This is an optimization exercise on Yosys and OpenROAD, whose aim is small area, a short achievable clock period and few clock cycles, not a production implementation.
At most, simulation tests tie the RTL to the original design; equivalence was not proved.
No functional check of the RTL was part of runs 1 to 3.
Power is estimated from default activity; no workload was simulated.

==> design.v <==
package ccl_frame_pkg;
    localparam int img_width  = 16;      
    localparam int img_height = 16;      
    localparam int coord_w = 4;
    typedef logic [coord_w-1:0] coord_t;
endpackage
package ccl_region_pkg;
    localparam int max_labels = 31;      
    localparam int label_w    = 5;
    typedef logic [label_w-1:0] label_t;     
    typedef logic [8:0]  area_t;         
    typedef logic [12:0] sum_t;          
    localparam int frac_bits = 5;
    typedef logic [8:0] centroid_t;
endpackage
`timescale 1ns/1ps
module frame_timing (
    input  logic                  clk,
    input  logic                  reset,
    input  logic                  img_vsync,
    input  logic                  img_href,
    input  logic                  img_bit,
    output logic                  rst_q,
    output logic                  pix_valid,
    output logic                  pix_bit,
    output ccl_frame_pkg::coord_t pix_x,
    output ccl_frame_pkg::coord_t pix_y,
    output logic                  frame_start,
    output logic                  frame_end
);
    logic vsync_q;
    logic vsync_qq;
    logic href_q;
    always_ff @(posedge clk) begin
        rst_q    <= reset;
        vsync_q  <= img_vsync;
        href_q   <= img_href;
        pix_bit  <= img_bit;
        vsync_qq <= vsync_q;
    end
    assign pix_valid   = vsync_q & href_q;
    assign frame_start = vsync_q & ~vsync_qq;
    assign frame_end   = vsync_qq & ~vsync_q;
    always_ff @(posedge clk) begin
        if (pix_valid)
            pix_x <= pix_x + 1'b1;
        else
            pix_x <= '0;
        if (!vsync_q)
            pix_y <= '0;
        else if (pix_valid && pix_x == 4'd15)
            pix_y <= pix_y + 1'b1;
    end
endmodule
`timescale 1ns/1ps
module line_label_buffer (
    input  logic                   clk,
    input  logic                   shift,
    input  ccl_region_pkg::label_t din,
    output ccl_region_pkg::label_t left,
    output ccl_region_pkg::label_t up_right,
    output ccl_region_pkg::label_t up,
    output ccl_region_pkg::label_t up_left
);
    ccl_region_pkg::label_t sr [17];
    always_ff @(posedge clk) begin
        if (shift) begin
            sr[0] <= din;
            for (int i = 1; i < 17; i++)
                sr[i] <= sr[i-1];
        end
    end
    assign left     = sr[0];
    assign up_right = sr[14];
    assign up       = sr[15];
    assign up_left  = sr[16];
endmodule
`timescale 1ns/1ps
module label_assigner (
    input  logic                   clk,
    input  logic                   pix_valid,
    input  logic                   pix_bit,
    input  ccl_frame_pkg::coord_t  pix_x,
    input  ccl_frame_pkg::coord_t  pix_y,
    input  logic                   frame_start,
    output ccl_region_pkg::label_t cur_label,
    output logic                   need_new,    
    output ccl_region_pkg::label_t n_labels     
);
    ccl_region_pkg::label_t left_raw, ur_raw, up_raw, ul_raw;
    ccl_region_pkg::label_t left_n, ul_n, up_n, ur_n;
    ccl_region_pkg::label_t best;
    logic top_row, left_edge, right_edge;
    function automatic logic [4:0] min_nz(input logic [4:0] a, input logic [4:0] b);
        if (a == 5'd0)
            min_nz = b;
        else if (b == 5'd0)
            min_nz = a;
        else
            min_nz = (a < b) ? a : b;
    endfunction
    line_label_buffer line_label_buffer_inst (
        .clk      (clk),
        .shift    (pix_valid),
        .din      (cur_label),
        .left     (left_raw),
        .up_right (ur_raw),
        .up       (up_raw),
        .up_left  (ul_raw)
    );
    always_comb begin
        top_row    = (pix_y == 4'd0);
        left_edge  = (pix_x == 4'd0);
        right_edge = (pix_x == 4'd15);
        left_n = left_edge ? 5'd0 : left_raw;
        ul_n   = (top_row || left_edge) ? 5'd0 : ul_raw;
        up_n   = top_row ? 5'd0 : up_raw;
        ur_n   = (top_row || right_edge) ? 5'd0 : ur_raw;
        best = min_nz(left_n, min_nz(min_nz(ul_n, up_n), ur_n));
        need_new = pix_bit && (best == 5'd0) && (n_labels != 5'd31);
        if (!pix_bit)
            cur_label = 5'd0;
        else if (best != 5'd0)
            cur_label = best;
        else if (n_labels != 5'd31)
            cur_label = n_labels + 1'b1;
        else
            cur_label = 5'd0;            
    end
    always_ff @(posedge clk) begin
        if (frame_start)
            n_labels <= 5'd0;
        else if (pix_valid && need_new)
            n_labels <= n_labels + 1'b1;
    end
endmodule
`timescale 1ns/1ps
module region_accumulator (
    input  logic                   clk,
    input  logic                   acc_en,
    input  logic                   acc_new,     
    input  ccl_region_pkg::label_t addr,
    input  ccl_frame_pkg::coord_t  acc_x,
    input  ccl_frame_pkg::coord_t  acc_y,
    output logic [8:0]             area_rd,
    output logic [10:0]            sum_x_rd,
    output logic [10:0]            sum_y_rd
);
    logic [30:0] mem [1:31];
    logic [30:0] rd;
    logic [30:0] base;
    assign rd = mem[addr];
    assign {area_rd, sum_x_rd, sum_y_rd} = rd;
    always_comb begin
        base = acc_new ? 31'd0 : rd;
    end
    always_ff @(posedge clk) begin
        if (acc_en)
            mem[addr] <= {base[30:22] + 9'd1,
                          base[21:11] + {7'd0, acc_x},
                          base[10:0]  + {7'd0, acc_y}};
    end
endmodule
`timescale 1ns/1ps
module div_stage #(
    parameter int N = 3
) (
    input  logic [7:0] r_in,
    input  logic [8:0] nb_in,       
    input  logic [8:0] q_in,
    input  logic [8:0] a,
    output logic [7:0] r_out,
    output logic [8:0] nb_out,
    output logic [8:0] q_out
);
    logic [8:0] t  [N+1];
    logic [9:0] d  [N+1];
    logic [7:0] r  [N+1];
    logic [8:0] nb [N+1];
    logic [8:0] q  [N+1];
    always_comb begin
        r[0]  = r_in;
        nb[0] = nb_in;
        q[0]  = q_in;
        for (int i = 0; i < N; i++) begin
            t[i]    = {r[i], nb[i][8]};
            d[i]    = {1'b0, t[i]} - {1'b0, a};
            nb[i+1] = {nb[i][7:0], 1'b0};
            if (!d[i][9]) begin
                r[i+1] = d[i][7:0];
                q[i+1] = {q[i][7:0], 1'b1};
            end else begin
                r[i+1] = t[i][7:0];
                q[i+1] = {q[i][7:0], 1'b0};
            end
        end
        r_out  = r[N];
        nb_out = nb[N];
        q_out  = q[N];
    end
endmodule
module centroid_reporter #(
    parameter int K1 = 3,
    parameter int K2 = 3,
    parameter int K3 = 3
) (
    input  logic                      clk,
    input  logic                      rst,
    input  logic                      go,           
    input  logic                      phase,        
    input  logic                      empty_done,   
    input  ccl_region_pkg::label_t    n_labels,
    input  logic [8:0]                area_in,
    input  logic [10:0]               sum_x_in,
    input  logic [10:0]               sum_y_in,
    output logic                      region_valid,
    output ccl_region_pkg::label_t    region_label,
    output ccl_region_pkg::area_t     region_area,
    output ccl_region_pkg::centroid_t centroid_x,
    output ccl_region_pkg::centroid_t centroid_y,
    output logic                      report_done
);
    logic [10:0] s_in;
    logic [7:0]  r0, r1, r2, r3;
    logic [8:0]  nb0, nb1, nb2, nb3;
    logic [8:0]  q1, q2, q3;
    logic [7:0]  r1_q, r2_q;
    logic [8:0]  nb1_q, nb2_q;
    logic [8:0]  q1_q, q2_q;
    logic [8:0]  a1_q, a2_q;
    logic        v1_q, v2_q;
    logic        y1_q, y2_q;
    ccl_region_pkg::label_t next_label;
    assign s_in = phase ? sum_y_in : sum_x_in;
    assign r0  = {1'b0, s_in[10:4]};
    assign nb0 = {s_in[3:0], 5'd0};
    div_stage #(.N(K1)) st1 (.r_in(r0),   .nb_in(nb0),   .q_in(9'd0), .a(area_in),
                             .r_out(r1),  .nb_out(nb1),  .q_out(q1));
    div_stage #(.N(K2)) st2 (.r_in(r1_q), .nb_in(nb1_q), .q_in(q1_q), .a(a1_q),
                             .r_out(r2),  .nb_out(nb2),  .q_out(q2));
    div_stage #(.N(K3)) st3 (.r_in(r2_q), .nb_in(nb2_q), .q_in(q2_q), .a(a2_q),
                             .r_out(r3),  .nb_out(nb3),  .q_out(q3));
    always_ff @(posedge clk) begin
        r1_q  <= r1;
        nb1_q <= nb1;
        q1_q  <= q1;
        a1_q  <= area_in;
        y1_q  <= phase;
        r2_q  <= r2;
        nb2_q <= nb2;
        q2_q  <= q2;
        a2_q  <= a1_q;
        y2_q  <= y1_q;
    end
    assign next_label = region_label + 1'b1;
    always_ff @(posedge clk) begin
        if (rst) begin
            v1_q         <= 1'b0;
            v2_q         <= 1'b0;
            region_valid <= 1'b0;
            report_done  <= 1'b0;
            region_label <= '0;
        end else begin
            v1_q <= go;
            v2_q <= v1_q;
            region_valid <= v2_q && y2_q;
            report_done  <= (v2_q && y2_q && next_label == n_labels) || empty_done;
            if (v2_q && y2_q)
                region_label <= next_label;
            else if (report_done)
                region_label <= '0;
        end
    end
    always_ff @(posedge clk) begin
        if (v2_q && !y2_q)
            centroid_x <= q3;
        if (v2_q && y2_q) begin
            centroid_y  <= q3;
            region_area <= a2_q;
        end
    end
endmodule
`timescale 1ns/1ps
module ccl_centroid (
    input  logic                      clk,
    input  logic                      reset,
    input  logic                      img_vsync,
    input  logic                      img_href,
    input  logic                      img_bit,
    output logic                      region_valid,
    output ccl_region_pkg::label_t    region_label,
    output ccl_region_pkg::area_t     region_area,
    output ccl_region_pkg::centroid_t centroid_x,
    output ccl_region_pkg::centroid_t centroid_y,
    output logic                      report_done
);
    logic                   rst_q;
    logic                   pix_valid;
    logic                   pix_bit;
    ccl_frame_pkg::coord_t  pix_x;
    ccl_frame_pkg::coord_t  pix_y;
    logic                   frame_start;
    logic                   frame_end;
    ccl_region_pkg::label_t cur_label;
    logic                   need_new;
    ccl_region_pkg::label_t n_labels;
    logic                   acc_en;
    logic                   acc_new;
    ccl_frame_pkg::coord_t  acc_x;
    ccl_frame_pkg::coord_t  acc_y;
    ccl_region_pkg::label_t addr;       
    logic                   busy;
    logic                   phase;
    logic                   go;
    logic                   empty_done;
    logic [8:0]             area_rd;
    logic [10:0]            sum_x_rd;
    logic [10:0]            sum_y_rd;
    frame_timing frame_timing_inst (
        .clk         (clk),
        .reset       (reset),
        .img_vsync   (img_vsync),
        .img_href    (img_href),
        .img_bit     (img_bit),
        .rst_q       (rst_q),
        .pix_valid   (pix_valid),
        .pix_bit     (pix_bit),
        .pix_x       (pix_x),
        .pix_y       (pix_y),
        .frame_start (frame_start),
        .frame_end   (frame_end)
    );
    label_assigner label_assigner_inst (
        .clk         (clk),
        .pix_valid   (pix_valid),
        .pix_bit     (pix_bit),
        .pix_x       (pix_x),
        .pix_y       (pix_y),
        .frame_start (frame_start),
        .cur_label   (cur_label),
        .need_new    (need_new),
        .n_labels    (n_labels)
    );
    assign go         = busy || (frame_end && n_labels != 5'd0);
    assign empty_done = frame_end && n_labels == 5'd0;
    always_ff @(posedge clk) begin
        if (rst_q) begin
            busy  <= 1'b0;
            phase <= 1'b0;
        end else if (go) begin
            phase <= ~phase;
            busy  <= ~(phase && addr == n_labels);
        end
    end
    always_ff @(posedge clk) begin
        acc_en  <= pix_valid && cur_label != 5'd0;
        acc_new <= pix_valid && need_new;
        acc_x   <= pix_x;
        acc_y   <= pix_y;
        if (pix_valid)
            addr <= cur_label;
        else if (go)
            addr <= phase ? addr + 1'b1 : addr;
        else
            addr <= 5'd1;
    end
    region_accumulator region_accumulator_inst (
        .clk      (clk),
        .acc_en   (acc_en),
        .acc_new  (acc_new),
        .addr     (addr),
        .acc_x    (acc_x),
        .acc_y    (acc_y),
        .area_rd  (area_rd),
        .sum_x_rd (sum_x_rd),
        .sum_y_rd (sum_y_rd)
    );
    centroid_reporter centroid_reporter_inst (
        .clk          (clk),
        .rst          (rst_q),
        .go           (go),
        .phase        (phase),
        .empty_done   (empty_done),
        .n_labels     (n_labels),
        .area_in      (area_rd),
        .sum_x_in     (sum_x_rd),
        .sum_y_in     (sum_y_rd),
        .region_valid (region_valid),
        .region_label (region_label),
        .region_area  (region_area),
        .centroid_x   (centroid_x),
        .centroid_y   (centroid_y),
        .report_done  (report_done)
    );
endmodule
==> run.sh <==
#!/bin/bash
# synth_recipe.tcl (not shown) runs the flow's synth.tcl, then flattens the netlist and writes it again
# the make line also repeats each setting of config.mk as NAME=value (left out here)
make -C /OpenROAD-flow-scripts/flow DESIGN_CONFIG=/design/flow/config.mk WORK_HOME=/design/flow/orfs CLKGATE_MAP_FILE= SYNTH_SCRIPT=/design/flow/synth_recipe.tcl finish
==> config.mk <==
export PLATFORM = sky130hd
export DESIGN_NAME = ccl_centroid
export DESIGN_NICKNAME = ccl_centroid
export VERILOG_FILES = /design/flow/design.v
export SDC_FILE = /design/flow/constraint.sdc
export NUM_CORES = 4
export LEC_CHECK = 0
export CAP_MARGIN = 20
export CORE_MARGIN = 2
export CORE_UTILIZATION = 40
export SLEW_MARGIN = 20
==> constraint.sdc <==
create_clock -name core_clock -period 34.0 [get_ports {clk}]
set_input_delay 6.8000 -clock core_clock [delete_from_list [all_inputs] [get_ports {clk}]]
set_output_delay 6.8000 -clock core_clock [all_outputs]
set_load 0.01 [all_outputs]
==> impl_metrics.env, run 1 <==
export IMPL_status="finished clean"
export IMPL_rsz0062_at_grt="no"
export IMPL_rows=127
export IMPL_syn_nets=2735
export IMPL_grt_max_degree=77
export IMPL_vias=24816
export IMPL_period_share_pct=34.2
export IMPL_fin_nets=2855
export IMPL_synth_seq_area_share_pct=70.6
export IMPL_cts_hold_buf=0
export IMPL_yosys_most_used_dff="edfxtp_1"
export IMPL_fillers=10022
export IMPL_syn_to_final_growth_pct=13.5
export IMPL_end_kind="flip-flop"
export IMPL_synth_top_cell_by_area="edfxtp_1"
export IMPL_synth_most_common_cell="edfxtp_1"
export IMPL_io_buffer_count=38
export IMPL_critPathTopFamily="compound AO/OA/AOI/OAI gates"
export IMPL_finalCriticalPeriod_ns=11.63
export IMPL_synth_edf_count=1078
export IMPL_antenna_found_initial=1
export IMPL_path_clk_slew_ns=0.06
export IMPL_cts_buffers_inserted=118
export IMPL_cts_tree="built"
export IMPL_finClkSkew_ns=0.0357
export IMPL_grt_pass1_wl_mm=168
export IMPL_insertion_delay_ns=0.72
export IMPL_synth_seq_cells=1168
export IMPL_track_usage_pct=18.6
export IMPL_cts_buffer_depth=3
export IMPL_cts_root_buffer="clkbuf_16"
export IMPL_max_freq_mhz=86.0
export IMPL_wl_per_cell_um=25.8
export IMPL_critPathMaxFanout=49
export IMPL_htreeDepth=3
export IMPL_setup_viol=0
export IMPL_reg2reg_to="centroid_reporter_inst.r1_q[5]"
export IMPL_cts_setup_buffers=0
export IMPL_tns_ns=0
export IMPL_crit_required_ns=34.57
export IMPL_cts_num_sinks=1168
export IMPL_path_common_cell="o21ai_0"
export IMPL_crit_path_end="centroid_reporter_inst.r1_q[5]"
export IMPL_drtAntennaViolNets=0
export IMPL_ir_worst_vdd_mv=0.0440
export IMPL_final_cells=4446
export IMPL_crit_type="flip-flop to flip-flop"
export IMPL_place_inst=4228
export IMPL_synth_common_cells="edfxtp_1 (1078), mux4_2 (279), nor2_1 (145), ha_1 (106), dfxtp_1 (90)"
export IMPL_route_detailed_drc=0
export IMPL_hold_path_depth=0
export IMPL_critPathArrivalTime_ns=12.20
export IMPL_dieHeight_um=352
export IMPL_postSynthAreaPerCell_sq_um=18.5
export IMPL_netlist_instances=2616
export IMPL_reg2reg_depth=40
export IMPL_grt_pass1_vias=25225
export IMPL_dp_hpwl_mm=61.5
export IMPL_netlist_area_leader_share_pct=66.9
export IMPL_io_pins=39
export IMPL_slew_viol_final=0
export IMPL_coreArea_sq_um=120000
export IMPL_wirelength_mm=115
export IMPL_via_per_inst=5.58
export IMPL_ys_warn_count=13
export IMPL_gp_congestion=0.862
export IMPL_cp_slowest_stage_delay_ns=0.88
export IMPL_post_cts_resized=0
export IMPL_p_leak_nw=18.2
export IMPL_first_pass_iters=5
export IMPL_drive_above_1_share_pct=22.1
export IMPL_synth_area_leaders="edfxtp_1 (67%), mux4_2 (13%), dfxtp_1 (3.7%), ha_1 (2.7%), mux2i_1 (1.7%)"
export IMPL_dieArea_sq_um=124000
export IMPL_p_per_area_nw_per_um2=65.8
export IMPL_cap_violations=0
export IMPL_synth_cell_types=82
export IMPL_cp_depth=40
export IMPL_antenna_cells=0
export IMPL_start_kind="flip-flop"
export IMPL_hp_class="flip-flop to flip-flop"
export IMPL_drtIter0Drc=2400
export IMPL_synth_area_sq_um=48400
export IMPL_r2r_setup_slack_ns=22.37
export IMPL_start_util_pct=40.3
export IMPL_worstMarginPinSlew_ns=1.02
export IMPL_die_w_um=352
export IMPL_slew_headroom_pct=31.4
export IMPL_crit_slowest_cell="buf_4"
export IMPL_synthArstFlopShare_pct=0
export IMPL_path_buf_inv=4
export IMPL_overflow=0
export IMPL_hold_viol=0
==> registers in the layout, indices dropped and copies added (netlist names), 6 cells and up, named ones only <==
signal,flops
region_accumulator_inst.mem,961
label_assigner_inst.line_label_buffer_inst.sr,85
centroid_reporter_inst.a1_q,9
centroid_reporter_inst.a2_q,9
centroid_reporter_inst.centroid_x,9
centroid_reporter_inst.centroid_y,9
centroid_reporter_inst.region_area,9
centroid_reporter_inst.r1_q,8
centroid_reporter_inst.r2_q,8
centroid_reporter_inst.q2_q,6
==> worst min path at each step <==
stage / start / endpoint / slack (ns)
final: centroid_reporter_inst.q1_q[2] / centroid_reporter_inst.q2_q[5] / 0.33
after global routing: centroid_reporter_inst.q1_q[2] / centroid_reporter_inst.q2_q[5] / 0.34
after CTS: centroid_reporter_inst.q1_q[2] / centroid_reporter_inst.q2_q[5] / 0.34
after detailed placement: centroid_reporter_inst.y1_q / centroid_reporter_inst.y2_q / 0.31
after global placement: centroid_reporter_inst.y1_q / centroid_reporter_inst.y2_q / 0.32
after floorplan: centroid_reporter_inst.q1_q[0] / centroid_reporter_inst.q2_q[3] / 0.31
==> layout by cell type (no fill, tap or decap), drive strengths merged, types with 5 or more instances in the layout <==
cell	count
xor2	38
and2	16
xnor2	46
a21boi	11
fa	8
a31oi	13
o21ai	54
nand2	80
nand4	14
nor4	6
nand3	23
clkbuf	148
mux2i	84
a21o	33
o31a	5
clkdlybuf4s50	38
ha	106
edfxtp	1078
mux4	279
nand2b	23
o22ai	9
a21oi	79
dfxtp	90
o21bai	8
nand3b	7
or3	6
or2	6
buf	69
inv	87
mux2	34
clkinv	58
nor3	25
and3	12
nor2b	23
nor2	145
bufinv	9
o31ai	9
==> power breakdown <==
| part | internal (mW) | switching [mW] | total (mW) |
|---|---|---|---|
| Sequential | 1.64 | 0.0259 | 1.67 |
| Combinational | 0.317 | 0.376 | 0.692 |
| Clock | 0.719 | 0.538 | 1.26 |
==> worst register-to-register path, delay by kind of cell (launching register included) <==
family	cells	cell delay (ns)
compound gates	20	4.33
simple gates	6	0.73
buf+inv	4	1.96
mux	7	2.85
fa+ha+maj	3	0.83
flops	1	0.78
==> cells by family (layout without fill, tap and decap cells) <==
kind of cell	Yosys count	in the layout	share of synthesized area, %
muxes	397	397	15.5
and+or+nand+nor	402	402	4.06
AOI/OAI and AO/OA	257	257	3.59
xor gates and xnor gates	84	84	1.52
DFF	1168	1168	70.6
adders and majority gates	114	114	3.07
buffers and inverters	194	412	1.65
==> routing by layer <==
metal	wire length, um	share of wire (%)	global-route usage, %
met4	2750	2.4	5.01
met5	0	0	0
met3	6060	5.3	2.99
met1	50000	44	25.6
met2	55900	49	30.9
==> layout make-up <==
type / instances / area, sq um / share of cell area (%)
Clock inverter: 70 / 598 / 1.09
Timing Repair Buffer: 107 / 898 / 1.63
Multi-Input combinational cell: 1254 / 13800 / 25.1
Inverter: 87 / 328 / 0.596
Sequential cell: 1168 / 34200 / 62.2
Clock buffer: 148 / 3140 / 5.71
Tap cell: 1612 / 2020 / 3.67
==> metrics by stage <==
stage	hold slack, ns	setup slack, ns	total power, mW	instance area, sq um	utilization, %
global placement	0.316	22.55	2.36	51100	42.6
floorplan	0.310	24.75	2.23	48400	-
CTS	0.339	22.32	3.64	54900	45.7
detailed placement	0.315	22.39	2.38	51100	42.6
finish	0.333	22.37	3.62	55000	45.8
global route	0.339	21.29	3.78	55000	45.8
==> inputs of run 2 (changes only) <==
--- a/design.v
+++ b/design.v
@@ -139,26 +139,31 @@
     input  logic                   clk,
     input  logic                   acc_en,
     input  logic                   acc_new,     
-    input  ccl_region_pkg::label_t addr,
+    input  logic [31:1]            sel,         
     input  ccl_frame_pkg::coord_t  acc_x,
     input  ccl_frame_pkg::coord_t  acc_y,
     output logic [8:0]             area_rd,
     output logic [10:0]            sum_x_rd,
     output logic [10:0]            sum_y_rd
 );
-    logic [30:0] mem [1:31];
-    logic [30:0] rd;
-    logic [30:0] base;
-    assign rd = mem[addr];
-    assign {area_rd, sum_x_rd, sum_y_rd} = rd;
+    logic [31:1][30:0] mem;
+    logic [30:0]       rd;
+    logic [30:0]       base;
+    logic [30:0]       wdata;
     always_comb begin
-        base = acc_new ? 31'd0 : rd;
+        rd = '0;
+        for (int i = 1; i < 32; i++)
+            rd = rd | (mem[i] & {31{sel[i]}});
     end
-    always_ff @(posedge clk) begin
-        if (acc_en)
-            mem[addr] <= {base[30:22] + 9'd1,
-                          base[21:11] + {7'd0, acc_x},
-                          base[10:0]  + {7'd0, acc_y}};
+    assign {area_rd, sum_x_rd, sum_y_rd} = rd;
+    assign base  = acc_new ? 31'd0 : rd;
+    assign wdata = {base[30:22] + 9'd1,
+                    base[21:11] + {7'd0, acc_x},
+                    base[10:0]  + {7'd0, acc_y}};
+    always_ff @(posedge clk) begin
+        for (int i = 1; i < 32; i++)
+            if (acc_en && sel[i])
+                mem[i] <= wdata;
     end
 endmodule
 `timescale 1ns/1ps
@@ -308,7 +313,8 @@
     logic                   acc_new;
     ccl_frame_pkg::coord_t  acc_x;
     ccl_frame_pkg::coord_t  acc_y;
-    ccl_region_pkg::label_t addr;       
+    logic [31:1]            sel;        
+    ccl_region_pkg::label_t rd_label;   
     logic                   busy;
     logic                   phase;
     logic                   go;
@@ -349,26 +355,35 @@
             phase <= 1'b0;
         end else if (go) begin
             phase <= ~phase;
-            busy  <= ~(phase && addr == n_labels);
+            busy  <= ~(phase && rd_label == n_labels);
         end
     end
     always_ff @(posedge clk) begin
-        acc_en  <= pix_valid && cur_label != 5'd0;
+        acc_en  <= pix_valid;
         acc_new <= pix_valid && need_new;
         acc_x   <= pix_x;
         acc_y   <= pix_y;
-        if (pix_valid)
-            addr <= cur_label;
-        else if (go)
-            addr <= phase ? addr + 1'b1 : addr;
-        else
-            addr <= 5'd1;
+        if (pix_valid) begin
+            for (int i = 1; i < 32; i++)
+                sel[i] <= (cur_label == 5'(i));
+        end else if (go) begin
+            if (phase)
+                sel <= {sel[30:1], 1'b0};
+        end else begin
+            sel <= 31'd1;
+        end
+        if (go) begin
+            if (phase)
+                rd_label <= rd_label + 1'b1;
+        end else begin
+            rd_label <= 5'd1;
+        end
     end
     region_accumulator region_accumulator_inst (
         .clk      (clk),
         .acc_en   (acc_en),
         .acc_new  (acc_new),
-        .addr     (addr),
+        .sel      (sel),
         .acc_x    (acc_x),
         .acc_y    (acc_y),
         .area_rd  (area_rd),
==> run 2 against run 1 <==
  * Largest power group unchanged
  * First-iteration DRC count is 84% higher
  * Die area is 3.1% lower
  * Clock skew is 0.038 ns higher
  * Setup slack better by 1.4 ns
  * Count of clock-buffer cells in the layout is 1 higher
  * Worst hold slack worse by 0.011 ns
  * Register-to-register slack better by 1.4 ns
  * Final cell count is 4.4% higher
  * Still clean on timing, DRC and antenna
  * Design area is 2.8% lower
  * Clock power hardly changed
==> impl_metrics.env, run 2 <==
export IMPL_cts_setup_buffers=0
export IMPL_grt_pass1_wl_mm=205
export IMPL_finClkSkew_ns=0.0738
export IMPL_grt_max_degree=86
export IMPL_via_per_inst=6.25
export IMPL_synthArstFlopShare_pct=0
export IMPL_track_usage_pct=23.7
export IMPL_max_freq_mhz=98.2
export IMPL_first_pass_iters=6
export IMPL_dp_hpwl_mm=82.4
export IMPL_syn_nets=2997
export IMPL_antenna_found_initial=3
export IMPL_start_util_pct=40.4
export IMPL_top_regs="region_accumulator_inst.mem (961), label_assigner_inst.line_label_buffer_inst.sr (85), sel (31)"
export IMPL_cp_slowest_stage_delay_ns=0.72
export IMPL_synth_most_common_cell="edfxtp_1"
export IMPL_wl_per_cell_um=31.4
export IMPL_cts_hold_buf=0
export IMPL_critPathArrivalTime_ns=10.79
export IMPL_wirelength_mm=146
export IMPL_synth_seq_cells=1194
export IMPL_post_cts_resized=0
export IMPL_cap_violations=0
export IMPL_period_share_pct=30.0
export IMPL_synth_edf_count=1104
export IMPL_totalPowerFinal_mw=4.52
export IMPL_fillers=9828
export IMPL_overflow=0
export IMPL_vias=29008
export IMPL_insertion_delay_ns=0.74
export IMPL_seq_area_sq_um=35000
export IMPL_worstMarginPinSlew_ns=1.07
export IMPL_cts_buffers_inserted=116
export IMPL_slew_viol_final=0
export IMPL_antenna_cells=0
export IMPL_crit_type="flip-flop to flip-flop"
export IMPL_cts_tree="built"
export IMPL_start_kind="flip-flop"
export IMPL_hold_viol=0
export IMPL_cts_buffer_depth=3
export IMPL_end_kind="flip-flop"
export IMPL_syn_to_final_growth_pct=13.9
export IMPL_htreeDepth=3
export IMPL_drive_above_1_share_pct=12.6
export IMPL_crit_slowest_cell="edfxtp_1"
export IMPL_dieArea_sq_um=120000
export IMPL_route_detailed_drc=0
export IMPL_largest_reg_flops=961
export IMPL_postSynthAreaPerCell_sq_um=16.3
export IMPL_finalCriticalPeriod_ns=10.19
export IMPL_io_buffer_count=38
export IMPL_rsz0062_at_grt="no"
export IMPL_synth_cell_types=94
export IMPL_synth_area_leaders="edfxtp_1 (71%), a22oi_1 (5.0%), dfxtp_1 (3.8%), ha_1 (2.8%), a22o_1 (1.4%)"
export IMPL_netlist_instances=2879
export IMPL_yosys_most_used_dff="edfxtp_1"
export IMPL_drtIter0Drc=4405
export IMPL_critPathMaxFanout=23
export IMPL_fin_nets=3142
export IMPL_status="finished clean"
export IMPL_synth_top_cell_by_area="edfxtp_1"
export IMPL_path_common_cell="o21ai_0"
export IMPL_path_clk_slew_ns=0.07
export IMPL_regMostFlops="region_accumulator_inst.mem"
export IMPL_synth_seq_area_share_pct=74.5
export IMPL_netlist_area_leader_share_pct=70.7
export IMPL_synth_area_sq_um=46900
export IMPL_dieHeight_um=346
export IMPL_ir_worst_vdd_mv=0.0606
export IMPL_io_pins=39
export IMPL_slew_headroom_pct=27.8
export IMPL_grt_pass1_vias=28250
export IMPL_tns_ns=0
export IMPL_final_cell_mix="edfxtp_1 (1104), a22oi_1 (312), clkbuf_16 (118)"
export IMPL_cts_root_buffer="clkbuf_16"
export IMPL_layout_commonest_cell="edfxtp_1"
export IMPL_die_w_um=346
export IMPL_hp_class="flip-flop to flip-flop"
export IMPL_setup_viol=0
export IMPL_p_per_area_nw_per_um2=84.6
export IMPL_p_leak_nw=17.8
export IMPL_coreArea_sq_um=116000
export IMPL_drtAntennaViolNets=0
export IMPL_rows=125
export IMPL_multi_input_area_sq_um=11300
export IMPL_synth_common_cells="edfxtp_1 (1104), a22oi_1 (312), nand3_1 (116), ha_1 (105), dfxtp_1 (90)"
export IMPL_gp_congestion=0.872
export IMPL_cts_num_sinks=1194
export IMPL_ys_warn_count=13
export IMPL_crit_required_ns=34.60
-- run 2: cell count changes in the layout (fill, tap and decap cells not counted), sizes merged, moves of 69 or more --
cell	before	now
a22oi	2	312
mux4	279	0
nand3	23	116
a22o	1	74
mux2i	84	15
-- run 2: final timing paths --
path                                    start                        endpoint  slack (ns)  depth (start not counted)
setup / recovery                      sel[21]  centroid_reporter_inst.r1_q[1]       23.81                         38
hold / removal    centroid_reporter_inst.y1_q     centroid_reporter_inst.y2_q        0.32                          0
setup reg to reg                      sel[21]  centroid_reporter_inst.r1_q[1]       23.81                         38
hold reg to reg   centroid_reporter_inst.y1_q     centroid_reporter_inst.y2_q        0.32                          0
-- run 2: where the power goes --
group | internal, mW | total, mW | switching (mW)
logic | 0.482 | 1.32 | 0.839
registers | 1.90 | 1.94 | 0.0362
clock network | 0.703 | 1.26 | 0.556
total | 3.09 | 4.52 | 1.43
-- run 2: layer usage --
| metal | routed length, um | share of wire (%) | GRT usage, % | up-vias |
|---|---|---|---|---|
| li1 | - | - | - | 11920 |
| met1 | 55200 | 38 | 31.4 | 14712 |
| met2 | 67700 | 47 | 38.1 | 1981 |
| met3 | 16600 | 11 | 5.65 | 389 |
| met4 | 6060 | 4.2 | 8.72 | 6 |
| met5 | 47 | 0.032 | 0 | - |
-- run 2: layout make-up --
cell class | instances | area share, %
Sequential cell | 1194 | 65.4
Timing Repair Buffer | 147 | 2.24
Inverter | 92 | 0.649
Tap cell | 1524 | 3.57
Clock buffer | 149 | 5.78
Clock inverter | 64 | 1.14
Multi-Input combinational cell | 1473 | 21.2
-- run 2: cells by family after synthesis --
kind of cell | count (synthesis) | synth area share, %
XOR/XNOR | 83 | 1.55
AND/OR/NAND/NOR | 507 | 5.87
adder cells (fa/ha/maj) | 113 | 3.14
buffers and inverters | 212 | 1.73
multiplexers | 49 | 1.14
flip-flops | 1194 | 74.5
AO/OA/AOI/OAI | 721 | 12.1
-- run 2: critical path: cells and delay by family (launching register included) --
family                   cells  cell delay, ns
adder cells (fa/ha/maj)      3            0.87
multiplexers                 4            1.68
flip-flops                   1            0.72
AO/OA/AOI/OAI               22            4.84
AND/OR/NAND/NOR              7            1.34
buffers and inverters        2            0.57
-- run 2: metrics by stage --
step	cell area [sq um]	util (%)	setup WS, ns	cells	hold slack [ns]
6_report	53400	46.0	23.81	4643	0.322
4_1_cts	53400	45.9	24.02	4643	0.323
2_1_floorplan	46900	-	25.64	2879	0.310
5_1_grt	53400	46.0	23.23	4643	0.329
3_5_place_dp	49700	42.8	24.03	4430	0.312
3_3_place_gp	49700	42.7	23.97	4430	0.311
==> inputs of run 3 (changes only) <==
--- a/config.mk
+++ b/config.mk
@@ -7,5 +7,7 @@
 export LEC_CHECK = 0
 export CAP_MARGIN = 20
 export CORE_MARGIN = 2
-export CORE_UTILIZATION = 40
+export CORE_UTILIZATION = 65
+export CTS_BUF_LIST = sky130_fd_sc_hd__clkbuf_8
+export CTS_CLUSTER_SIZE = 30
 export SLEW_MARGIN = 20
==> run 3 against run 2 <==
  * Still clean
  * Final cell count fell by 10%
  * Maximum frequency fell by 0.98%
  * Routed wire length shrank 4.3%
  * Global-route usage increased by 14 points
  * Sequential power about the same
  * Non-clock buffer count fell by 16
  * Area after synthesis unchanged
  * Clock skew decreased by 0.016 ns
  * Combinational power about the same
  * Clock power is 9.5% lower
  * Via count rose by 2.4%
  * Largest power group unchanged
  * Highest routed layer unchanged
==> impl_metrics.env, run 3 <==
export IMPL_netlist_instances=2879
export IMPL_cp_slowest_stage_delay_ns=0.73
export IMPL_die_w_um=273
export IMPL_dieHeight_um=273
export IMPL_cts_setup_buffers=0
export IMPL_r2r_setup_slack_ns=23.71
export IMPL_drtAntennaViolNets=0
export IMPL_io_pins=39
export IMPL_final_cell_mix="edfxtp_1 (1104), a22oi_1 (312), clkbuf_8 (187)"
export IMPL_rows=98
export IMPL_syn_to_final_growth_pct=11.7
export IMPL_cap_violations=0
export IMPL_setup_viol=0
export IMPL_largest_reg_flops=961
export IMPL_ys_warn_count=13
export IMPL_insertion_delay_ns=0.86
export IMPL_wirelength_mm=139
export IMPL_finalCriticalPeriod_ns=10.29
export IMPL_coreArea_sq_um=71500
export IMPL_slew_viol_final=0
export IMPL_grt_max_degree=87
export IMPL_pwr_share_clk_pct=26.0
export IMPL_layout_commonest_cell="edfxtp_1"
export IMPL_fillers=4459
export IMPL_cts_hold_buf=0
export IMPL_ir_worst_vdd_mv=0.0766
export IMPL_grt_pass1_vias=29082
export IMPL_power_share_combinational_pct=29.7
export IMPL_place_area_sq_um=48900
export IMPL_cts_buffer_depth=3
export IMPL_synth_top_cell_by_area="edfxtp_1"
export IMPL_start_util_pct=65.6
export IMPL_hold_ws_ns=0.327
export IMPL_route_detailed_drc=0
export IMPL_yosys_most_used_dff="edfxtp_1"
export IMPL_io_buffer_count=38
export IMPL_rsz0062_at_grt="no"
export IMPL_p_int_mw=2.96
export IMPL_cts_tree="built"
export IMPL_hold_path_depth=0
export IMPL_p_per_area_nw_per_um2=83.8
export IMPL_p_switching_mw=1.43
export IMPL_critPathMaxFanout=25
export IMPL_end_kind="flip-flop"
export IMPL_track_usage_pct=37.7
export IMPL_reg2reg_to="centroid_reporter_inst.r1_q[5]"
export IMPL_cts_num_sinks=1194
export IMPL_crit_required_ns=34.69
export IMPL_vias=29690
export IMPL_top_regs="region_accumulator_inst.mem (961), label_assigner_inst.line_label_buffer_inst.sr (85), sel (31)"
export IMPL_dp_hpwl_mm=75.9
export IMPL_period_share_pct=30.3
export IMPL_multi_input_area_sq_um=11400
export IMPL_start_kind="flip-flop"
export IMPL_reg2reg_depth=38
export IMPL_synth_seq_cells=1194
export IMPL_cts_buffers_inserted=181
export IMPL_hold_viol=0
export IMPL_synth_seq_area_share_pct=74.5
export IMPL_drtIter0Drc=5242
export IMPL_antenna_found_initial=3
export IMPL_crit_type="flip-flop to flip-flop"
export IMPL_drive_above_1_share_pct=14.2
export IMPL_busiest_layer="met2"
export IMPL_synthArstFlopShare_pct=0
export IMPL_met2_usage_pct=57.2
export IMPL_synth_most_common_cell="edfxtp_1"
export IMPL_totalPowerFinal_mw=4.39
export IMPL_path_common_cell="o21ai_0"
export IMPL_worstHoldStart="centroid_reporter_inst.q1_q[0]"
export IMPL_wl_per_cell_um=33.5
export IMPL_met1_usage_pct=51.7
export IMPL_via_per_inst=7.13
export IMPL_min_to="centroid_reporter_inst.q2_q[3]"
export IMPL_synth_cell_types=94
export IMPL_worstMarginPinSlew_ns=1.18
export IMPL_gp_congestion=0.873
export IMPL_regMostFlops="region_accumulator_inst.mem"
export IMPL_max_freq_mhz=97.2
export IMPL_netlist_area_leader_share_pct=70.7
export IMPL_syn_nets=2997
export IMPL_p_leak_nw=17.9
export IMPL_overflow=0
export IMPL_critPathArrivalTime_ns=10.98
export IMPL_seq_area_sq_um=35000
export IMPL_slew_headroom_pct=21.4
export IMPL_synth_area_sq_um=46900
export IMPL_synth_edf_count=1104
export IMPL_finClkSkew_ns=0.0575
export IMPL_status="finished clean"
export IMPL_seq_power_share_pct=44.3
export IMPL_fin_nets=3191
export IMPL_crit_slowest_cell="mux2i_1"
export IMPL_tns_ns=0
export IMPL_post_route_util_pct=73.3
export IMPL_dieArea_sq_um=74300
export IMPL_htreeDepth=4
export IMPL_reg2reg_from="sel[22]"
export IMPL_hp_class="flip-flop to flip-flop"
export IMPL_post_cts_resized=0
export IMPL_grt_use_met3_pct=10.9
export IMPL_path_clk_slew_ns=0.06
export IMPL_synth_common_cells="edfxtp_1 (1104), a22oi_1 (312), nand3_1 (116), ha_1 (105), dfxtp_1 (90)"
export IMPL_sw_frac_of_total_pct=32.6
export IMPL_grt_pass1_wl_mm=198
export IMPL_first_pass_iters=8
export IMPL_cts_root_buffer="clkbuf_8"
export IMPL_synth_area_leaders="edfxtp_1 (71%), a22oi_1 (5.0%), dfxtp_1 (3.8%), ha_1 (2.8%), a22o_1 (1.4%)"
export IMPL_postSynthAreaPerCell_sq_um=16.3
export IMPL_fin_area_sq_um=52400
-- run 3: cell families (layout without fill, tap and decap cells) --
kind of cell / after synthesis / count (layout) / share of synthesized area (%)
adder cells (fa/ha/maj): 113 / 113 / 3.14
other: 0 / 1 / 0
AO/OA/AOI/OAI: 721 / 721 / 12.1
buffers and inverters: 212 / 544 / 1.73
multiplexers: 49 / 49 / 1.14
flip-flops: 1194 / 1194 / 74.5
AND/OR/NAND/NOR: 507 / 507 / 5.87
XOR/XNOR: 83 / 83 / 1.55
-- run 3: how the worst max path moves through the flow --
stage | startpoint | endpoint | slack [ns] | cells after the start
after detailed placement | sel[27] | centroid_reporter_inst.r1_q[4] | 24.06 | 38
after CTS | sel[22] | centroid_reporter_inst.r1_q[4] | 23.96 | 38
after global placement | sel[22] | centroid_reporter_inst.r1_q[4] | 24.31 | 38
after floorplan | sel[22] | centroid_reporter_inst.r1_q[5] | 25.64 | 41
final | sel[22] | centroid_reporter_inst.r1_q[5] | 23.71 | 38
after global routing | sel[22] | centroid_reporter_inst.r1_q[5] | 22.97 | 38
-- run 3: metal layers --
metal	part of all wire (%)	up-vias
li1	-	12054
met3	15	434
met1	36	14699
met4	4.2	2
met5	0.0072	-
met2	45	2501
-- run 3: power by group through the flow --
stage	combinational [mW]	clock, mW	sequential (mW)
2_1_floorplan	0.889	0	1.96
3_3_place_gp	1.21	0	1.97
3_5_place_dp	1.26	0	1.98
4_1_cts	1.27	1.14	1.95
5_1_grt	1.43	1.21	1.95
6_report	1.30	1.14	1.95
-- run 3: area by class of cell --
cell class              count  area share, %
flip-flops and latches   1194           66.7
inverters                  92          0.661
repair buffers            131           2.06
multi-input cells        1473           21.7
diodes                      1        0.00478
well taps                 950           2.27
clock inverters           134           1.67
clock buffers             187           4.91
-- run 3: per-stage QoR --
stage	worst slack [ns]	instances
after floorplan	25.64	2879
after global placement	24.31	3840
after detailed placement	24.06	3840
after CTS	23.96	4161
after global routing	22.97	4162
final	23.71	4162
-- run 3: critical path, delay by kind of cell (launching register included) --
kind	cells	cell delay, ns
AO/OA/AOI/OAI	22	4.94
multiplexers	4	1.77
AND/OR/NAND/NOR	7	1.40
adder cells (fa/ha/maj)	3	0.88
flip-flops	1	0.60
buffers and inverters	2	0.53
==> inputs of run 4 (changes only) <==
--- a/design.v
+++ b/design.v
@@ -58,22 +58,22 @@
     input  logic                   shift,
     input  ccl_region_pkg::label_t din,
     output ccl_region_pkg::label_t left,
+    output ccl_region_pkg::label_t up_right2,
     output ccl_region_pkg::label_t up_right,
-    output ccl_region_pkg::label_t up,
-    output ccl_region_pkg::label_t up_left
+    output ccl_region_pkg::label_t up
 );
-    ccl_region_pkg::label_t sr [17];
+    ccl_region_pkg::label_t sr [16];
     always_ff @(posedge clk) begin
         if (shift) begin
             sr[0] <= din;
-            for (int i = 1; i < 17; i++)
+            for (int i = 1; i < 16; i++)
                 sr[i] <= sr[i-1];
         end
     end
-    assign left     = sr[0];
-    assign up_right = sr[14];
-    assign up       = sr[15];
-    assign up_left  = sr[16];
+    assign left      = sr[0];
+    assign up_right2 = sr[13];
+    assign up_right  = sr[14];
+    assign up        = sr[15];
 endmodule
 `timescale 1ns/1ps
 module label_assigner (
@@ -87,10 +87,14 @@
     output logic                   need_new,    
     output ccl_region_pkg::label_t n_labels     
 );
-    ccl_region_pkg::label_t left_raw, ur_raw, up_raw, ul_raw;
-    ccl_region_pkg::label_t left_n, ul_n, up_n, ur_n;
+    ccl_region_pkg::label_t left_raw, ur_raw, up_raw, ur2_raw;
+    ccl_region_pkg::label_t left_n;
+    ccl_region_pkg::label_t above_q;        
+    ccl_region_pkg::label_t above_next;
     ccl_region_pkg::label_t best;
-    logic top_row, left_edge, right_edge;
+    ccl_region_pkg::label_t fresh;          
+    logic                   exhausted;      
+    logic                   last_col, next_ul_out, next_ur_out, next_top;
     function automatic logic [4:0] min_nz(input logic [4:0] a, input logic [4:0] b);
         if (a == 5'd0)
             min_nz = b;
@@ -100,38 +104,53 @@
             min_nz = (a < b) ? a : b;
     endfunction
     line_label_buffer line_label_buffer_inst (
-        .clk      (clk),
-        .shift    (pix_valid),
-        .din      (cur_label),
-        .left     (left_raw),
-        .up_right (ur_raw),
-        .up       (up_raw),
-        .up_left  (ul_raw)
+        .clk       (clk),
+        .shift     (pix_valid),
+        .din       (cur_label),
+        .left      (left_raw),
+        .up_right2 (ur2_raw),
+        .up_right  (ur_raw),
+        .up        (up_raw)
     );
     always_comb begin
-        top_row    = (pix_y == 4'd0);
-        left_edge  = (pix_x == 4'd0);
-        right_edge = (pix_x == 4'd15);
-        left_n = left_edge ? 5'd0 : left_raw;
-        ul_n   = (top_row || left_edge) ? 5'd0 : ul_raw;
-        up_n   = top_row ? 5'd0 : up_raw;
-        ur_n   = (top_row || right_edge) ? 5'd0 : ur_raw;
-        best = min_nz(left_n, min_nz(min_nz(ul_n, up_n), ur_n));
-        need_new = pix_bit && (best == 5'd0) && (n_labels != 5'd31);
+        last_col    = (pix_x == 4'd15);
+        next_ul_out = last_col;                     
+        next_ur_out = (pix_x == 4'd14);             
+        next_top    = (pix_y == 4'd0) && !last_col;
+        above_next  = min_nz(min_nz(next_ul_out ? 5'd0 : up_raw, ur_raw),
+                             next_ur_out ? 5'd0 : ur2_raw);
+        if (next_top)
+            above_next = 5'd0;
+    end
+    always_ff @(posedge clk) begin
+        if (pix_valid)
+            above_q <= above_next;
+        else if (pix_y == 4'd0)
+            above_q <= 5'd0;                        
+    end
+    always_comb begin
+        left_n   = (pix_x == 4'd0) ? 5'd0 : left_raw;
+        best     = min_nz(left_n, above_q);
+        need_new = pix_bit && (best == 5'd0) && !exhausted;
         if (!pix_bit)
             cur_label = 5'd0;
         else if (best != 5'd0)
             cur_label = best;
-        else if (n_labels != 5'd31)
-            cur_label = n_labels + 1'b1;
+        else if (!exhausted)
+            cur_label = fresh;
         else
             cur_label = 5'd0;            
     end
     always_ff @(posedge clk) begin
-        if (frame_start)
-            n_labels <= 5'd0;
-        else if (pix_valid && need_new)
-            n_labels <= n_labels + 1'b1;
+        if (frame_start) begin
+            n_labels  <= 5'd0;
+            fresh     <= 5'd1;
+            exhausted <= 1'b0;
+        end else if (pix_valid && need_new) begin
+            n_labels  <= fresh;
+            fresh     <= fresh + 1'b1;
+            exhausted <= (fresh == 5'd31);
+        end
     end
 endmodule
 `timescale 1ns/1ps
@@ -146,18 +165,20 @@
     output logic [10:0]            sum_x_rd,
     output logic [10:0]            sum_y_rd
 );
-    logic [31:1][30:0] mem;
-    logic [30:0]       rd;
-    logic [30:0]       base;
-    logic [30:0]       wdata;
+    logic [31:1][29:0] mem;
+    logic [29:0]       rd;
+    logic [29:0]       base;
+    logic [29:0]       wdata;
     always_comb begin
         rd = '0;
         for (int i = 1; i < 32; i++)
-            rd = rd | (mem[i] & {31{sel[i]}});
+            rd = rd | (mem[i] & {30{sel[i]}});
     end
-    assign {area_rd, sum_x_rd, sum_y_rd} = rd;
-    assign base  = acc_new ? 31'd0 : rd;
-    assign wdata = {base[30:22] + 9'd1,
+    assign area_rd  = {rd[29:22] == 8'd0, rd[29:22]};
+    assign sum_x_rd = rd[21:11];
+    assign sum_y_rd = rd[10:0];
+    assign base  = acc_new ? 30'd0 : rd;
+    assign wdata = {base[29:22] + 8'd1,
                     base[21:11] + {7'd0, acc_x},
                     base[10:0]  + {7'd0, acc_y}};
     always_ff @(posedge clk) begin
@@ -205,9 +226,10 @@
     end
 endmodule
 module centroid_reporter #(
-    parameter int K1 = 3,
+    parameter int K1 = 1,
     parameter int K2 = 3,
-    parameter int K3 = 3
+    parameter int K3 = 3,
+    parameter int K4 = 2
 ) (
     input  logic                      clk,
     input  logic                      rst,
@@ -226,15 +248,16 @@
     output logic                      report_done
 );
     logic [10:0] s_in;
-    logic [7:0]  r0, r1, r2, r3;
-    logic [8:0]  nb0, nb1, nb2, nb3;
-    logic [8:0]  q1, q2, q3;
-    logic [7:0]  r1_q, r2_q;
-    logic [8:0]  nb1_q, nb2_q;
-    logic [8:0]  q1_q, q2_q;
-    logic [8:0]  a1_q, a2_q;
-    logic        v1_q, v2_q;
-    logic        y1_q, y2_q;
+    logic [7:0]  r0, r1, r2, r3, r4;
+    logic [8:0]  nb0, nb1, nb2, nb3, nb4;
+    logic [8:0]  q1, q2, q3, q4;
+    logic [7:0]  r1_q, r2_q, r3_q;
+    logic [8:0]  nb1_q, nb2_q, nb3_q;
+    logic [8:0]  q1_q, q2_q, q3_q;
+    logic [8:0]  a1_q, a2_q, a3_q;
+    logic        v1_q, v2_q, v3_q;
+    logic        y1_q, y2_q, y3_q;
+    logic        out_x, out_y;
     ccl_region_pkg::label_t next_label;
     assign s_in = phase ? sum_y_in : sum_x_in;
     assign r0  = {1'b0, s_in[10:4]};
@@ -245,6 +268,8 @@
                              .r_out(r2),  .nb_out(nb2),  .q_out(q2));
     div_stage #(.N(K3)) st3 (.r_in(r2_q), .nb_in(nb2_q), .q_in(q2_q), .a(a2_q),
                              .r_out(r3),  .nb_out(nb3),  .q_out(q3));
+    div_stage #(.N(K4)) st4 (.r_in(r3_q), .nb_in(nb3_q), .q_in(q3_q), .a(a3_q),
+                             .r_out(r4),  .nb_out(nb4),  .q_out(q4));
     always_ff @(posedge clk) begin
         r1_q  <= r1;
         nb1_q <= nb1;
@@ -256,32 +281,41 @@
         q2_q  <= q2;
         a2_q  <= a1_q;
         y2_q  <= y1_q;
+        r3_q  <= r3;
+        nb3_q <= nb3;
+        q3_q  <= q3;
+        a3_q  <= a2_q;
+        y3_q  <= y2_q;
     end
     assign next_label = region_label + 1'b1;
+    assign out_x      = v3_q && !y3_q;
+    assign out_y      = v3_q && y3_q;
     always_ff @(posedge clk) begin
         if (rst) begin
             v1_q         <= 1'b0;
             v2_q         <= 1'b0;
+            v3_q         <= 1'b0;
             region_valid <= 1'b0;
             report_done  <= 1'b0;
             region_label <= '0;
         end else begin
             v1_q <= go;
             v2_q <= v1_q;
-            region_valid <= v2_q && y2_q;
-            report_done  <= (v2_q && y2_q && next_label == n_labels) || empty_done;
-            if (v2_q && y2_q)
+            v3_q <= v2_q;
+            region_valid <= out_y;
+            report_done  <= (out_y && next_label == n_labels) || empty_done;
+            if (out_y)
                 region_label <= next_label;
             else if (report_done)
                 region_label <= '0;
         end
     end
     always_ff @(posedge clk) begin
-        if (v2_q && !y2_q)
-            centroid_x <= q3;
-        if (v2_q && y2_q) begin
-            centroid_y  <= q3;
-            region_area <= a2_q;
+        if (out_x)
+            centroid_x <= q4;
+        if (out_y) begin
+            centroid_y  <= q4;
+            region_area <= a3_q;
         end
     end
 endmodule
==> flow/run.sh (new file) <==
#!/bin/bash
# Standard ORFS layout, except that the port buffers are buf_4 cells rather
# than the delay buffers buffer_ports picks by default.
set -euo pipefail
bash standard.sh BUFFER_PORTS_ARGS="-buffer_cell sky130_fd_sc_hd__buf_4" finish > flow_make.log 2>&1
==> standard.sh (new file) <==
#!/bin/bash
# synth_recipe.tcl (not shown) runs the flow's synth.tcl, then flattens the netlist and writes it again
# the make line also repeats each setting of config.mk as NAME=value (left out here)
make -C /OpenROAD-flow-scripts/flow DESIGN_CONFIG=/design/flow/config.mk WORK_HOME=/design/flow/orfs CLKGATE_MAP_FILE= SYNTH_SCRIPT=/design/flow/synth_recipe.tcl "${@:-finish}"
--- a/config.mk
+++ b/config.mk
@@ -7,7 +7,5 @@
 export LEC_CHECK = 0
 export CAP_MARGIN = 20
 export CORE_MARGIN = 2
-export CORE_UTILIZATION = 65
-export CTS_BUF_LIST = sky130_fd_sc_hd__clkbuf_8
-export CTS_CLUSTER_SIZE = 30
+export CORE_UTILIZATION = 40
 export SLEW_MARGIN = 20
removed: run.sh
==> run 4 against run 3 <==
  * Combinational power grew 23%
  * Critical endpoint is now region_label[0]
  * Still clean on timing, DRC and antenna
  * Synthesized cell count unchanged
  * Routed wire length rose by 1.6%
  * Clock skew fell by 0.0036 ns
  * Largest cell class unchanged
  * Worst hold slack lost 0.0011 ns
  * Clock power increased by 11%
  * Sequential share of layout area down 1.0 points
  * Total power increased by 9.6%
  * First-iteration DRC count is 20% lower
  * Die area rose by 60%
==> impl_metrics.env, run 4 <==
export IMPL_synth_top_cell_by_area="edfxtp_1"
export IMPL_hold_viol=0
export IMPL_worstHoldStart="centroid_reporter_inst.y1_q"
export IMPL_largest_reg_flops=930
export IMPL_antenna_found_initial=1
export IMPL_dieHeight_um=345
export IMPL_final_cell_mix="edfxtp_1 (1073), a22oi_1 (298), clkbuf_16 (121)"
export IMPL_crit_slowest_cell="dfxtp_1"
export IMPL_end_kind="output pin"
export IMPL_critPathMaxFanout=6
export IMPL_netlist_instances=2879
export IMPL_tns_ns=0
export IMPL_finClkSkew_ns=0.0540
export IMPL_r2r_setup_slack_ns=27.24
export IMPL_synth_common_cells="edfxtp_1 (1073), a22oi_1 (298), dfxtp_1 (120), ha_1 (104), inv_1 (96)"
export IMPL_vias=28556
export IMPL_grt_pass1_wl_mm=201
export IMPL_post_route_util_pct=45.6
export IMPL_route_detailed_drc=0
export IMPL_dp_hpwl_mm=69.2
export IMPL_cts_tree="built"
export IMPL_via_per_inst=6.20
export IMPL_rsz0062_at_grt="no"
export IMPL_insertion_delay_ns=0.73
export IMPL_max_freq_mhz=124
export IMPL_start_util_pct=40.2
export IMPL_synth_cell_types=87
export IMPL_synth_area_leaders="edfxtp_1 (69%), dfxtp_1 (5.2%), a22oi_1 (4.8%), ha_1 (2.8%), a22o_1 (1.7%)"
export IMPL_fillers=9866
export IMPL_regMostFlops="region_accumulator_inst.mem"
export IMPL_cts_hold_buf=0
export IMPL_synth_area_sq_um=46500
export IMPL_slew_viol_final=0
export IMPL_p_leak_nw=17.8
export IMPL_wirelength_mm=142
export IMPL_io_pins=39
export IMPL_min_to="centroid_reporter_inst.y2_q"
export IMPL_overflow=0
export IMPL_worstMarginPinSlew_ns=1.03
export IMPL_ir_worst_vdd_mv=0.0743
export IMPL_synth_seq_area_share_pct=74.4
export IMPL_yosys_most_used_dff="edfxtp_1"
export IMPL_cts_buffer_depth=3
export IMPL_cp_slowest_stage_delay_ns=0.44
export IMPL_reg2reg_depth=32
export IMPL_fin_nets=3103
export IMPL_syn_to_final_growth_pct=13.3
export IMPL_rows=125
export IMPL_hold_ws_ns=0.325
export IMPL_start_kind="flip-flop"
export IMPL_post_cts_resized=0
export IMPL_dieArea_sq_um=119000
export IMPL_reg2reg_from="centroid_reporter_inst.a1_q[1]"
export IMPL_ys_warn_count=25
export IMPL_drtAntennaViolNets=0
export IMPL_cts_num_sinks=1193
export IMPL_postSynthAreaPerCell_sq_um=16.2
export IMPL_hp_class="flip-flop to flip-flop"
export IMPL_p_per_area_nw_per_um2=91.3
export IMPL_synthArstFlopShare_pct=0
export IMPL_track_usage_pct=23.4
export IMPL_hold_path_depth=0
export IMPL_antenna_cells=0
export IMPL_period_share_pct=23.8
export IMPL_path_buf_inv=1
export IMPL_io_buffer_count=38
export IMPL_cp_cell_sequence="buf_4"
export IMPL_reg2reg_to="centroid_reporter_inst.r2_q[5]"
export IMPL_setup_viol=0
export IMPL_grt_max_degree=51
export IMPL_netlist_area_leader_share_pct=69.3
export IMPL_wl_per_cell_um=30.8
export IMPL_cts_buffers_inserted=117
export IMPL_first_pass_iters=8
export IMPL_path_clk_slew_ns=0.06
export IMPL_seq_area_sq_um=34600
export IMPL_cap_violations=0
export IMPL_coreArea_sq_um=116000
export IMPL_crit_type="flip-flop to output pin"
export IMPL_drive_above_1_share_pct=12.6
export IMPL_critPathTopFamily="flip-flops"
export IMPL_syn_nets=2996
export IMPL_finalCriticalPeriod_ns=8.10
export IMPL_slew_headroom_pct=31.0
export IMPL_multi_input_area_sq_um=11200
export IMPL_gp_congestion=0.804
export IMPL_synth_seq_cells=1193
export IMPL_die_w_um=345
export IMPL_htreeDepth=3
export IMPL_crit_required_ns=27.20
export IMPL_cts_root_buffer="clkbuf_16"
export IMPL_synth_most_common_cell="edfxtp_1"
export IMPL_status="finished clean"
export IMPL_drtIter0Drc=4187
export IMPL_critPathArrivalTime_ns=1.30
export IMPL_synth_edf_count=1073
export IMPL_top_regs="region_accumulator_inst.mem (930), label_assigner_inst.line_label_buffer_inst.sr (80), sel (31)"
export IMPL_grt_pass1_vias=27815
export IMPL_cts_setup_buffers=0
export IMPL_layout_commonest_cell="edfxtp_1"
## run 4: cell types whose count changed in the layout (fill, tap and decap cells not counted), sizes merged, moves of 17 or more
cell,previous run,this run
clkbuf,187,146
dfxtp,90,120
nand3,116,95
clkdlybuf4s50,38,0
inv,150,103
buf,93,112
a22o,74,91
a21oi,51,68
nand2,86,65
edfxtp,1104,1073
## run 4: stage by stage
| step | cells | worst slack (ns) | cell area (sq um) | power, mW |
|---|---|---|---|---|
| 6_report | 4604 | 25.90 | 52700 | 4.81 |
| 5_1_grt | 4604 | 25.79 | 52700 | 5.06 |
| 4_1_cts | 4604 | 25.85 | 52600 | 4.81 |
| 3_5_place_dp | 4391 | 26.61 | 48900 | 3.54 |
| 3_3_place_gp | 4391 | 26.65 | 48900 | 3.47 |
| 2_1_floorplan | 2879 | 26.77 | 46500 | 3.12 |
## run 4: worst max path at each step
stage / from / end / cells past startpoint
2_1_floorplan: centroid_reporter_inst.region_label[0] / region_label[0] / 0
3_3_place_gp: centroid_reporter_inst.region_label[0] / region_label[0] / 1
3_5_place_dp: centroid_reporter_inst.region_label[0] / region_label[0] / 1
4_1_cts: centroid_reporter_inst.region_label[0] / region_label[0] / 1
5_1_grt: centroid_reporter_inst.region_label[0] / region_label[0] / 1
6_report: centroid_reporter_inst.region_label[0] / region_label[0] / 1
## run 4: cells by family (layout without fill, tap and decap cells)
logic type / count (synthesis) / count (layout) / share of synthesized area (%)
simple gates: 487 / 487 / 5.78
mux: 59 / 59 / 1.41
flops: 1193 / 1193 / 74.4
buf+inv: 223 / 424 / 1.83
fa+ha+maj: 113 / 113 / 3.16
compound gates: 717 / 717 / 11.7
xor+xnor: 87 / 87 / 1.64
## run 4: layout make-up
| type | count | area share, % |
|---|---|---|
| sequential | 1193 | 65.7 |
| multi-input combinational | 1463 | 21.3 |
| clock buffer | 146 | 5.94 |
| tap | 1524 | 3.62 |
| timing repair buffer | 112 | 1.59 |
| clock inverter | 67 | 1.15 |
| inverter | 99 | 0.707 |
## run 4: metal layers
| metal | part of all wire [%] | wire length [um] | track usage, % | vias to the layer above |
|---|---|---|---|---|
| met1 | 38 | 53600 | 31.7 | 14524 |
| met2 | 46 | 65600 | 37.9 | 1945 |
| met5 | 0 | 0 | 0 | - |
| li1 | - | - | - | 11775 |
| met3 | 12 | 17600 | 4.68 | 312 |
| met4 | 3.4 | 4810 | 7.29 | 0 |
## run 4: power by group
part	internal [mW]	switching (mW)
Combinational	0.641	0.958
Clock	0.719	0.551
Sequential	1.90	0.0426
Total	3.26	1.55
Testbench counts of run 4, summed over its fixed seeds: cycles 57,272.
==> inputs of run 5 (changes only) <==
==> run.sh (new file) <==
#!/bin/bash
# synth_recipe.tcl (not shown) runs the flow's synth.tcl, then flattens the netlist and writes it again
# the make line also repeats each setting of config.mk as NAME=value (left out here)
make -C /OpenROAD-flow-scripts/flow DESIGN_CONFIG=/design/flow/config.mk WORK_HOME=/design/flow/orfs CLKGATE_MAP_FILE= SYNTH_SCRIPT=/design/flow/synth_recipe.tcl finish
removed: flow/run.sh
removed: standard.sh
==> run 5 against run 4 <==
  * Still clean
  * Die area stayed put
  * Sequential power hardly changed
  * Worst hold slack better by 0.0071 ns
  * Maximum frequency is 5.3% lower
  * Critical endpoint unchanged
  * Highest routed layer is now met5
==> impl_metrics.env, run 5 <==
export IMPL_status="finished clean"
export IMPL_crit_required_ns=27.20
export IMPL_critPathArrivalTime_ns=1.75
export IMPL_path_clk_slew_ns=0.06
export IMPL_rows=125
export IMPL_post_cts_resized=0
export IMPL_synth_cell_types=87
export IMPL_final_cell_mix="edfxtp_1 (1073), a22oi_1 (298), dfxtp_1 (120)"
export IMPL_syn_to_final_growth_pct=13.5
export IMPL_netlist_area_leader_share_pct=69.3
export IMPL_rsz0062_at_grt="no"
export IMPL_synth_seq_area_share_pct=74.4
export IMPL_cts_root_buffer="clkbuf_16"
export IMPL_regMostFlops="region_accumulator_inst.mem"
export IMPL_synth_seq_cells=1193
export IMPL_setup_viol=0
export IMPL_top_regs="region_accumulator_inst.mem (930), label_assigner_inst.line_label_buffer_inst.sr (80), sel (31)"
export IMPL_fin_nets=3100
export IMPL_ir_worst_vdd_mv=0.0629
export IMPL_cts_buffer_depth=3
export IMPL_p_per_area_nw_per_um2=91.0
export IMPL_via_per_inst=6.17
export IMPL_period_share_pct=25.1
export IMPL_drive_above_1_share_pct=11.5
export IMPL_antenna_found_initial=1
export IMPL_drtIter0Drc=4225
export IMPL_gp_congestion=0.815
export IMPL_reg2reg_to="centroid_reporter_inst.r2_q[6]"
export IMPL_io_pins=39
export IMPL_vias=28400
export IMPL_finalCriticalPeriod_ns=8.55
export IMPL_synth_area_sq_um=46500
export IMPL_worstMarginPinSlew_ns=1.05
export IMPL_final_cells=4605
export IMPL_start_kind="flip-flop"
export IMPL_layout_commonest_cell="edfxtp_1"
export IMPL_grt_pass1_wl_mm=198
export IMPL_hp_class="flip-flop to flip-flop"
export IMPL_yosys_most_used_dff="edfxtp_1"
export IMPL_track_usage_pct=23.2
export IMPL_critPathTopFamily="buffers and inverters"
export IMPL_netlist_instances=2879
export IMPL_cap_violations=0
export IMPL_path_buf_inv=1
export IMPL_synth_area_leaders="edfxtp_1 (69%), dfxtp_1 (5.2%), a22oi_1 (4.8%), ha_1 (2.8%), a22o_1 (1.7%)"
export IMPL_postSynthAreaPerCell_sq_um=16.2
export IMPL_end_kind="output pin"
export IMPL_hold_path_depth=0
export IMPL_cts_tree="built"
export IMPL_start_util_pct=40.2
export IMPL_finClkSkew_ns=0.0781
export IMPL_grt_max_degree=69
export IMPL_cts_buffers_inserted=116
export IMPL_synth_top_cell_by_area="edfxtp_1"
export IMPL_insertion_delay_ns=0.74
export IMPL_max_freq_mhz=117
export IMPL_die_w_um=345
export IMPL_cp_depth=1
export IMPL_drtAntennaViolNets=0
export IMPL_slew_viol_final=0
export IMPL_reg2reg_depth=32
export IMPL_first_pass_iters=6
export IMPL_slew_headroom_pct=30.1
export IMPL_hold_viol=0
export IMPL_wl_per_cell_um=30.7
export IMPL_r2r_setup_slack_ns=27.25
export IMPL_largest_reg_flops=930
export IMPL_syn_nets=2996
export IMPL_dp_hpwl_mm=69.3
export IMPL_synthArstFlopShare_pct=0
export IMPL_crit_type="flip-flop to output pin"
export IMPL_reg2reg_from="centroid_reporter_inst.a1_q[1]"
export IMPL_crit_slowest_cell="clkdlybuf4s50_1"
export IMPL_ys_warn_count=25
export IMPL_synth_most_common_cell="edfxtp_1"
export IMPL_dieArea_sq_um=119000
export IMPL_crit_path_end="region_label[0]"
export IMPL_htreeDepth=3
export IMPL_crit_start="centroid_reporter_inst.region_label[0]"
export IMPL_grt_pass1_vias=27558
export IMPL_route_detailed_drc=0
export IMPL_coreArea_sq_um=116000
export IMPL_synth_common_cells="edfxtp_1 (1073), a22oi_1 (298), dfxtp_1 (120), ha_1 (104), inv_1 (96)"
export IMPL_antenna_cells=0
export IMPL_cp_cell_sequence="clkdlybuf4s50_1"
export IMPL_tns_ns=0
export IMPL_io_buffer_count=38
export IMPL_cp_slowest_stage_delay_ns=0.59
export IMPL_wirelength_mm=142
export IMPL_cts_hold_buf=0
export IMPL_overflow=0
export IMPL_critPathMaxFanout=6
export IMPL_place_inst=4389
export IMPL_synth_edf_count=1073
export IMPL_p_leak_nw=17.8
export IMPL_cts_num_sinks=1193
export IMPL_cts_setup_buffers=0
export IMPL_dieHeight_um=345
[run 5: logic make-up after synthesis]
| group | after synthesis | share of synthesized area [%] |
|---|---|---|
| AOI/OAI and AO/OA | 717 | 11.7 |
| xor gates and xnor gates | 87 | 1.64 |
| adders and majority gates | 113 | 3.16 |
| buffers and inverters | 223 | 1.83 |
| DFF | 1193 | 74.4 |
| muxes | 59 | 1.41 |
| and+or+nand+nor | 487 | 5.78 |
[run 5: how the worst min path moves through the flow]
stage,startpoint,end
floorplan,centroid_reporter_inst.q1_q[0],centroid_reporter_inst.q2_q[3]
global placement,centroid_reporter_inst.y1_q,centroid_reporter_inst.y2_q
detailed placement,centroid_reporter_inst.y1_q,centroid_reporter_inst.y2_q
CTS,centroid_reporter_inst.q1_q[0],centroid_reporter_inst.q2_q[3]
global route,centroid_reporter_inst.q1_q[0],centroid_reporter_inst.q2_q[3]
finish,centroid_reporter_inst.y2_q,centroid_reporter_inst.y3_q
[run 5: per-stage QoR]
stage          hold slack, ns  total power [mW]  utilization [%]  setup WS (ns)  instance area (sq um)
6_report                0.333              4.81             45.6          25.45                  52800
5_1_grt                 0.338              5.05             45.6          25.38                  52800
4_1_cts                 0.333              4.80             45.6          25.40                  52700
3_5_place_dp            0.318              3.54             42.3          26.18                  49000
3_3_place_gp            0.312              3.47             42.3          26.23                  49000
2_1_floorplan           0.310              3.12                -          26.77                  46500
[run 5: power breakdown]
part	switching, mW	internal, mW
Sequential	0.0427	1.90
Clock	0.556	0.710
Combinational	0.952	0.642
[run 5: routing by layer]
metal	GRT usage, %	share of wire (%)	routed length [um]
met5	0	0.0092	13
met3	4.49	12	16600
met4	8.52	3.9	5540
met1	30.7	37	52900
met2	38.0	47	66500
[run 5: area by class of cell]
cell class	instances	area, sq um
clock inverters	81	766
multi-input cells	1463	11300
repair buffers	110	921
flip-flops and latches	1193	34600
clock buffers	135	2970
inverters	99	373
fillers	9898	62900
well taps	1524	1910

[separate check: timing with driven ports]
The flow's constraints put no driver on any port. The routed layouts listed below were extracted and timed again, unchanged, in two steps.
Step 1 (the two cells are an assumption about what drives the block):
set clk [get_ports {clk}]
set_driving_cell -lib_cell sky130_fd_sc_hd__clkbuf_16 $clk
set_driving_cell -lib_cell sky130_fd_sc_hd__buf_2 [delete_from_list [all_inputs] $clk]
Step 2, shift: input delay + t, output delay - t, t = (earliest + latest rising clock arrival at the registers) / 2. This alone moves slack from input paths to output paths.
a / b / c = ideal ports / drivers / drivers and shift; a / b = the first two.
run	shift t [ns]	slack for setup (ns)	worst setup path after step 2	slew at the worst register clock pin (ns)	worst slew at a driven data input, ns
run 1	0.772	22.371 / 22.371 / 22.371	register to register	0.07 / 0.07	0.03
run 2	0.773	23.814 / 23.814 / 23.814	register to register	0.07 / 0.07	0.03
run 3	0.897	23.714 / 23.714 / 23.714	register to register	0.08 / 0.08	0.04
run 4	0.774	25.904 / 25.828 / 26.602	register to output	0.07 / 0.07	0.04
run 5	0.776	25.449 / 25.376 / 26.152	register to output	0.07 / 0.07	0.04
After both steps every run listed still meets setup and hold.
